From an optimization exercise on the open Yosys and OpenROAD flow, aimed at a short achievable clock period and few clock cycles per item; shortcuts taken in it are not production practice.
Function was checked by simulation only, so behaviour that the tests miss may differ from the original.
No driver is modelled on the clock port, so clock power and skew are understated where the tree is cut down; a real chip needs a root buffer or a tree.

Setup of run A:
==> module ingress_fifo, before the edit <==
module ingress_fifo (
  input  wire         clk,
  input  wire         rst,
  input  wire         i_push,
  input  wire [32:0]  i_beat,
  output logic        o_valid,
  output logic [31:0] o_data,
  output logic        o_last,
  output logic        o_credit_return
);
  always_ff @(posedge clk) begin
    if (rst) begin
      o_valid         <= 1'b0;
      o_credit_return <= 1'b0;
    end else begin
      o_valid         <= i_push;
      o_credit_return <= i_push;
    end
  end
  always_ff @(posedge clk) begin
    o_data <= i_beat[32:1];
    o_last <= i_beat[0];
  end
endmodule
==> module ctrl_reg_decoder, before the edit <==
module ctrl_reg_decoder (
  input  wire          clk,
  input  wire          rst,
  input  wire [31:0]   i_control_addr_base,
  input  wire          i_ev,
  input  wire [31:0]   i_data,
  input  wire [31:0]   i_addr,
  output logic [225:0] o_regs,
  output logic         o_reg_write_stb,
  output logic         o_update_buf_stb,
  output logic [38:0]  o_cmd
);
  logic [31:0] base_q;
  logic [29:0] nb;
  logic        nb_cin;
  always_ff @(posedge clk) begin
    base_q <= i_control_addr_base;
  end
  assign nb     = ~base_q[31:2];
  assign nb_cin = (base_q[1:0] == 2'b00);
  logic [29:0] a;
  logic [21:0] ux;
  logic [21:0] uo;
  logic [7:0]  s1;
  logic        c1;
  logic        t1;
  logic        x1;
  assign a  = i_addr[31:2];
  assign ux = a[29:8] ^ nb[29:8];
  assign uo = a[29:8] | nb[29:8];
  always_ff @(posedge clk) begin
    {c1, s1} <= {1'b0, a[7:0]} + {1'b0, nb[7:0]} + 9'(nb_cin);
    t1       <= &(~(ux[21:1] ^ uo[20:0]));
    x1       <= ux[0];
  end
  logic       up_zero;
  logic       setup2;     
  logic       lowreg2;    
  logic       cmdwin2;    
  logic [3:0] s2;
  assign up_zero = t1 && (x1 == c1);
  always_ff @(posedge clk) begin
    setup2  <= up_zero && !s1[7];
    lowreg2 <= up_zero && (s1[7:3] == 5'd0);
    cmdwin2 <= up_zero && (s1[7:4] == 4'h8) && (s1[3:0] <= 4'd10);
    s2      <= s1[3:0];
  end
  logic        ev3;
  logic [31:0] data3;
  always_ff @(posedge clk) begin
    if (rst) ev3 <= 1'b0;
    else     ev3 <= i_ev;
    data3 <= i_data;
  end
  logic        rws4;
  logic        ubs4;
  logic        cmd4;
  logic [7:0]  en4;
  logic [1:0]  ubv4;
  logic [2:0]  kind4;
  logic [1:0]  sel4;
  logic        fifo4;
  logic [31:0] data4;
  logic [2:0]  dkind;
  logic [1:0]  dsel;
  logic        dfifo;
  always_comb begin
    dkind = 3'd5;
    dsel  = 2'd0;
    dfifo = 1'b0;
    if (cmdwin2) begin
      case (s2)
        4'd0:    begin dkind = 3'd0; dsel = 2'd0; dfifo = 1'b0; end
        4'd1:    begin dkind = 3'd1; dsel = 2'd1; dfifo = 1'b0; end
        4'd2:    begin dkind = 3'd1; dsel = 2'd1; dfifo = 1'b1; end
        4'd3:    begin dkind = 3'd2; dsel = 2'd1; dfifo = 1'b0; end
        4'd4:    begin dkind = 3'd2; dsel = 2'd1; dfifo = 1'b1; end
        4'd5:    begin dkind = 3'd1; dsel = 2'd2; dfifo = 1'b0; end
        4'd6:    begin dkind = 3'd2; dsel = 2'd2; dfifo = 1'b0; end
        4'd7:    begin dkind = 3'd1; dsel = 2'd3; dfifo = 1'b0; end
        4'd8:    begin dkind = 3'd2; dsel = 2'd3; dfifo = 1'b0; end
        4'd9:    begin dkind = 3'd3; dsel = 2'd0; dfifo = 1'b0; end
        4'd10:   begin dkind = 3'd4; dsel = 2'd0; dfifo = 1'b0; end
        default: ;
      endcase
    end
  end
  always_ff @(posedge clk) begin
    if (rst) begin
      rws4 <= 1'b0;
      ubs4 <= 1'b0;
      cmd4 <= 1'b0;
      en4  <= 8'd0;
    end else begin
      rws4 <= ev3 && setup2;
      cmd4 <= ev3 && !setup2;
      ubs4 <= ev3 && (!setup2 || (lowreg2 && s2[2:0] == 3'd1));
      for (int k = 0; k < 8; k++) en4[k] <= ev3 && lowreg2 && (s2[2:0] == 3'(k));
    end
    ubv4  <= setup2 ? data3[1:0] : 2'b00;
    kind4 <= dkind;
    sel4  <= dsel;
    fifo4 <= dfifo;
    data4 <= data3;
  end
  logic        cmd_stb;
  logic [2:0]  cmd_kind;
  logic [1:0]  cmd_sel;
  logic        cmd_fifo;
  logic [31:0] cmd_data;
  always_ff @(posedge clk) begin
    if (rst) begin
      o_regs           <= '0;
      o_reg_write_stb  <= 1'b0;
      o_update_buf_stb <= 1'b0;
      cmd_stb          <= 1'b0;
    end else begin
      o_reg_write_stb  <= rws4;
      o_update_buf_stb <= ubs4;
      cmd_stb          <= cmd4;
      if (en4[0]) o_regs[225:194] <= data4;
      if (en4[2]) o_regs[193:162] <= data4;
      if (en4[3]) o_regs[161:130] <= data4;
      if (en4[4]) o_regs[129:98]  <= data4;
      if (en4[5]) o_regs[97:66]   <= data4;
      if (en4[6]) o_regs[65:34]   <= data4;
      if (en4[7]) o_regs[33:2]    <= data4;
      if (ubs4)   o_regs[1:0]     <= ubv4;
    end
  end
  always_ff @(posedge clk) begin
    cmd_kind <= kind4;
    cmd_sel  <= sel4;
    cmd_fifo <= fifo4;
    cmd_data <= data4;
  end
  assign o_cmd = {cmd_stb, cmd_kind, cmd_sel, cmd_fifo, cmd_data};
endmodule
export LEC_CHECK = 0
export CAP_MARGIN = 20
export CORE_AREA = 5 5 225 225
export CTS_CLUSTER_DIAMETER = 60
export CTS_CLUSTER_SIZE = 30
export DIE_AREA = 0 0 230 230
export SETUP_SLACK_MARGIN = 3.3
export SLEW_MARGIN = 20
create_clock -name core_clock -period 5.0 [get_ports {clk}]
standard.sh (not shown) runs the stock make flow with config.mk's settings and CLKGATE_MAP_FILE= SYNTH_SCRIPT=/design/flow/synth_recipe.tcl, a recipe that flattens the netlist after the stock synthesis.
==> flow/flow/run.sh <==
#!/bin/bash
# Standard layout, except that the clock tree built by the CTS step is replaced
# by a two-level balanced tree (flow/myct.tcl, run as the CTS step's post hook).
set -euo pipefail
export MYCT_NLEAF=24
export POST_CTS_TCL="$PWD/flow/myct.tcl"
bash standard.sh finish > standard.log 2>&1
Other scripts of this flow, unchanged in this note and not shown: flow/flow/myct.tcl
Run A went all the way through synthesis, placement and routing and the layout is clean on timing, DRC and antenna.
Testbench counts of run A, summed over its fixed seeds: cycles 18,144, items 2,400.
> inputs changed (run A -> run B)
--- a/flow/design.v
+++ b/flow/design.v
@@ -21,15 +21,11 @@
   output logic        o_credit_return
 );
   always_ff @(posedge clk) begin
-    if (rst) begin
-      o_valid         <= 1'b0;
-      o_credit_return <= 1'b0;
-    end else begin
-      o_valid         <= i_push;
-      o_credit_return <= i_push;
-    end
+    if (rst) o_credit_return <= 1'b0;
+    else     o_credit_return <= i_push;
   end
   always_ff @(posedge clk) begin
+    o_valid <= i_push;
     o_data <= i_beat[32:1];
     o_last <= i_beat[0];
   end
@@ -127,32 +123,44 @@
 );
   logic [31:0] base_q;
   logic [29:0] nb;
-  logic        nb_cin;
+  logic [8:0]  nbl;       
   always_ff @(posedge clk) begin
     base_q <= i_control_addr_base;
+    nbl    <= {1'b0, ~base_q[9:2]} + 9'(base_q[1:0] == 2'b00);
   end
-  assign nb     = ~base_q[31:2];
-  assign nb_cin = (base_q[1:0] == 2'b00);
+  assign nb = ~base_q[31:2];
   logic [29:0] a;
   logic [21:0] ux;
   logic [21:0] uo;
-  logic [7:0]  s1;
-  logic        c1;
+  logic [3:0]  s1_lo;
+  logic        c1_lo;
+  logic [4:0]  s1_hi0;
+  logic [4:0]  s1_hi1;
+  logic        k1;
   logic        t1;
   logic        x1;
   assign a  = i_addr[31:2];
   assign ux = a[29:8] ^ nb[29:8];
   assign uo = a[29:8] | nb[29:8];
   always_ff @(posedge clk) begin
-    {c1, s1} <= {1'b0, a[7:0]} + {1'b0, nb[7:0]} + 9'(nb_cin);
-    t1       <= &(~(ux[21:1] ^ uo[20:0]));
-    x1       <= ux[0];
-  end
+    {c1_lo, s1_lo} <= {1'b0, a[3:0]} + {1'b0, nbl[3:0]};
+    s1_hi0         <= {1'b0, a[7:4]} + {1'b0, nbl[7:4]};
+    s1_hi1         <= {1'b0, a[7:4]} + {1'b0, nbl[7:4]} + 5'd1;
+    k1             <= nbl[8];
+    t1             <= &(~(ux[21:1] ^ uo[20:0]));
+    x1             <= ux[0];
+  end
+  logic [4:0] s1_hi;
+  logic [7:0] s1;
+  logic       c1;
   logic       up_zero;
   logic       setup2;     
   logic       lowreg2;    
   logic       cmdwin2;    
   logic [3:0] s2;
+  assign s1_hi   = c1_lo ? s1_hi1 : s1_hi0;
+  assign s1      = {s1_hi[3:0], s1_lo};
+  assign c1      = s1_hi[4] | k1;
   assign up_zero = t1 && (x1 == c1);
   always_ff @(posedge clk) begin
     setup2  <= up_zero && !s1[7];
@@ -165,7 +173,7 @@
   always_ff @(posedge clk) begin
     if (rst) ev3 <= 1'b0;
     else     ev3 <= i_ev;
-    data3 <= i_data;
+    if (i_ev) data3 <= i_data;
   end
   logic        rws4;
   logic        ubs4;
==> run summary <==
Per the comparison of run B with run A, synthesized net count up 71; global-route wire length before repair up 3600 um.
Of run A and run B, the lower net count of the finished layout belongs to run A.
Changes observed in run B relative to run A: clock latency of the later-clocked register in the worst-skew pair neither gained nor lost much, number of flip-flops and latches in the synthesized netlist picked up an extra about 8%.
Against run A, routed wire length in run B came out worse.
Looking at total length of routed met2 wires, run B sits about 7.5% higher than run A does.
Between run A and run B, the flow reports number of clock sinks increasing by a little under 10%.
Run A and run B ended up with nearly the same clock slew seen by the registers of the worst setup and hold paths.
Testbench counts of run B, summed over its fixed seeds: cycles 18,144, items 2,400.
No run of this note takes its clock network from TritonCTS; it comes from the design's own scripts or RTL.

static timing again, ports no longer ideal:
No port has a modelled driver above. Below, the same layouts with a new extraction and two added sets of constraints. Step 1 (the two cells are an assumption about what drives the block):
set clk [get_ports {clk}]
set_driving_cell -lib_cell sky130_fd_sc_hd__clkbuf_16 $clk
set_driving_cell -lib_cell sky130_fd_sc_hd__buf_2 [delete_from_list [all_inputs] $clk]
Step 2, shift: input delay + t, output delay - t, t = (earliest + latest rising clock arrival at the registers) / 2. This alone moves slack from input paths to output paths. Slacks: no drivers / after step 1 / after step 2; pairs: no drivers / after step 1.
| run | t, ns | setup slack, ns | slew at the worst register clock pin (ns) | worst slew at a driven data input, ns |
|---|---|---|---|---|
| run A | 0.467 | 3.080 / 2.995 / 2.869 | 0.10 / 0.10 | 0.21 |
| run B | 0.468 | 3.144 / 3.030 / 2.913 | 0.11 / 0.11 | 0.21 |
After both steps setup and hold are still met in every run listed. For run B, which loses most, drivers alone change the setup slack by -0.114 ns; drivers and shift together by -0.231 ns.
